This design comes from an exercise in tuning for a short achievable clock period and few clock cycles on the open sky130 flow, not from production work. No activity file was given, so power comes from the tool's default toggle rates.

// ww_top
module ww_top (
	input logic clk,
	input logic reset,
	input logic psel,
	input logic penable,
	input logic pwrite,
	input logic [7:0] paddr,
	input logic [WORD_W-1:0] pwdata,
	output logic [WORD_W-1:0] prdata,
	output logic pready,
	output logic pslverr
);
For scale: about 740 flip-flops, ~47 I/O pins, roughly 0.064 mm² of cells after synthesis.
Settings: LEC_CHECK=0, ABC_CLOCK_PERIOD_IN_PS=2500, CAP_MARGIN=20, CORE_MARGIN=2, CORE_UTILIZATION=35, SLEW_MARGIN=20; clock period 9.0 ns.
standard.sh (not shown) runs the stock make flow with config.mk's settings and CLKGATE_MAP_FILE= SYNTH_SCRIPT=/design/flow/synth_recipe.tcl, a recipe that flattens the netlist after the stock synthesis.
==> flow/flow/run.sh <==
#!/bin/bash
# Standard ORFS layout, with the timing repair aiming for extra setup slack
# (the clock period and the SDC are left as they are).
set -euo pipefail
bash standard.sh SETUP_SLACK_MARGIN=6.3 finish > flow_make.log 2>&1
Rerun with:
--- a/flow/design.v
+++ b/flow/design.v
@@ -155,24 +155,25 @@
 	output logic [WORD_W-1:0] ac,
 	output logic running,
 	output logic running_nxt,
 	output logic alarm,
 	output logic alarm_nxt,
 	output logic [ADDR_W-1:0] pc_out
 );
 	localparam logic [1:0] M_EX = 2'd0;
 	localparam logic [1:0] M_R1 = 2'd1;
 	localparam logic [1:0] M_R2 = 2'd2;
 	localparam logic [1:0] M_R3 = 2'd3;
 	logic [1:0] mode;
+	logic exm;	 
 	logic [WORD_W-1:0] ir;
 	logic [7:0] dec;	 
 	logic [WORD_W-1:0] opr;	 
 	logic [WORD_W-1:0] q1;	 
 	logic [7:0] dec1;
 	logic [WORD_W-1:0] q2;	 
 	logic [7:0] dec2;
 	logic [ADDR_W-1:0] pc;	 
 	logic ovf_q;	 
 	logic fe_q;	 
 	logic [WORD_W-1:0] ac_alt;	 
 	logic [ADDR_W-1:0] pc_alt;	 
@@ -230,25 +231,25 @@
 	function automatic logic in_ff(input logic [ADDR_W-1:0] a);
 		in_ff = a[ADDR_W-1:MEM_IDX_W] == '1 && a[MEM_IDX_W-1:0] < MEM_IDX_W'(FF_WORDS);
 	endfunction
 	function automatic logic same(input logic [WORD_W-1:0] a, input logic [WORD_W-1:0] b);
 		same = in_ff(a[ADDR_W-1:0]) && a[ADDR_W-1:0] == b[ADDR_W-1:0];
 	endfunction
 	assign ia = ir[ADDR_W-1:0];
 	assign rj1 = rd(mem, ia + 11'd1);
 	assign rj2 = rd(mem, ia + 11'd2);
 	assign rf1 = rd(mem, pc + 11'd2);
 	assign rf2 = rd(mem, pc + 11'd3);
 	assign rs2 = rf1;
-	assign ex = running && mode == M_EX && !ovf_q;
+	assign ex = exm && !ovf_q;
 	assign is_ld = dec[0];
 	assign is_add = dec[1];
 	assign is_ts = dec[3];
 	assign is_td = dec[4];
 	assign is_cp = dec[5];
 	assign is_sp = dec[6];
 	assign stop_op = dec[7];
 	assign jump = ex && (is_sp || (is_cp && ac[WORD_W-1]));
 	assign f_e = (is_ld || is_add) && dec1[0];
 	assign f_h = (is_ld || is_ts || is_td || is_cp) && dec1[7];
 	assign f_c = (is_ts || is_td) && dec1[0];
 	assign f_d = (is_ld || is_add) && (dec1[3] || dec1[4]) && !same12;
@@ -297,33 +298,36 @@
 	);
 	assign ovf = ex && is_add && ovf1;
 	assign stop = ovf_q || (ex && (stop_op || (fuse && f_h)));
 	assign running_nxt = start || (running && !stop);
 	assign alarm_nxt = !start && (alarm || ovf_q);
 	always_ff @(posedge clk or negedge reset) begin
 		if (!reset) begin
 			running <= 1'b0;
 			alarm <= 1'b0;
 			ovf_q <= 1'b0;
 			fe_q <= 1'b0;
 			mode <= M_R1;
+			exm <= 1'b0;
 			pc_out <= '0;
 			ac <= '0;
 		end else begin
 			running <= running_nxt;
 			alarm <= alarm_nxt;
 			ovf_q <= ovf;
 			fe_q <= fuse && (f_e || f_d);
+			exm <= running_nxt && !start && running &&
+				(mode == M_R3 || (mode == M_EX && !slow));
 			if (start) begin
-				mode <= M_R1;
+				mode <= M_R2;
 			end else if (running) begin
 				case (mode)
 					M_R1: mode <= M_R2;
 					M_R2: mode <= M_R3;
 					M_R3: mode <= M_EX;
 					default: begin
 						if (slow) begin
 							mode <= M_R1;
 						end
 					end
 				endcase
 			end
@@ -363,25 +367,27 @@
 			dec1 <= decode(rf1[WORD_W-1:ADDR_W]);
 			q2 <= rf2;
 			dec2 <= decode(rf2[WORD_W-1:ADDR_W]);
 			same12 <= same(rf1, rf2);
 		end else begin
 			q1 <= q2;
 			dec1 <= dec2;
 			q2 <= rs2;
 			dec2 <= decode(rs2[WORD_W-1:ADDR_W]);
 			same12 <= same(q2, rs2);
 		end
 		if (start) begin
-			pc <= start_pc - 11'd2;
+			q2 <= rd(mem, start_pc);
+			dec2 <= decode(rd(mem, start_pc) >> ADDR_W);
+			pc <= start_pc - 11'd1;
 		end else if (ex && slow) begin
 			pc <= jump ? ia - 11'd2 : (fuse ? pc - 11'd1 : pc - 11'd2);
 		end else begin
 			pc <= jump ? ia + 11'd1 : (fuse ? pc + 11'd2 : pc + 11'd1);
 		end
 	end
 endmodule
 `timescale 1ns/1ps
 import ww_pkg::*;
 module ww_storage (
 	input logic clk,
 	input logic reset,
Outcome: The changed run went through all stages and came out clean. Sequential share of layout area came out lower by 1.1 points. Power came out higher by 12%. Design area came out higher by 4.9%. Critical path depth came out higher by 3. Routed wire length came out higher by 14%. Maximum frequency came out higher by 6.1%. Via count came out higher by 9.7%. Clock skew came out lower by 0.0099 ns. Synthesized cell count came out higher by 9.1%. Setup slack improves by 0.22 ns. Sequential power came out higher by about 1%. Global-route usage came out higher by 2.1 points. Core utilization came out lower by 0.26 points.
No run of this note included a check of the RTL's function; only the layout flow was run.

[afterwards: timing with drivers on the ports]
Ports are ideal in the flow. The routed layouts listed here were re-timed in OpenROAD.
Step 1, drivers: a clkbuf_16 drives clk and a buf_2 each remaining input, both assumed.
Step 2, shift: input delay + t, output delay - t, t = (earliest + latest rising clock arrival at the registers) / 2. This alone moves slack from input paths to output paths.
Slacks: no drivers / after step 1 / after step 2; pairs: no drivers / after step 1.
run | t, ns | slack for setup (ns) | clock arrival spread, ns | slew at the worst register clock pin (ns) | cell pins on the clock port's net
the first run | 0.821 | 5.106 / 5.106 / 4.818 | 0.059 / 0.058 | 0.07 / 0.07 | 1
the second run | 0.881 | 5.330 / 5.078 / 4.198 | 0.048 / 0.047 | 0.07 / 0.07 | 1
After both steps every run listed still meets setup and hold. For the second run, which loses most, drivers alone change the setup slack by -0.252 ns; drivers and shift together by -1.132 ns.
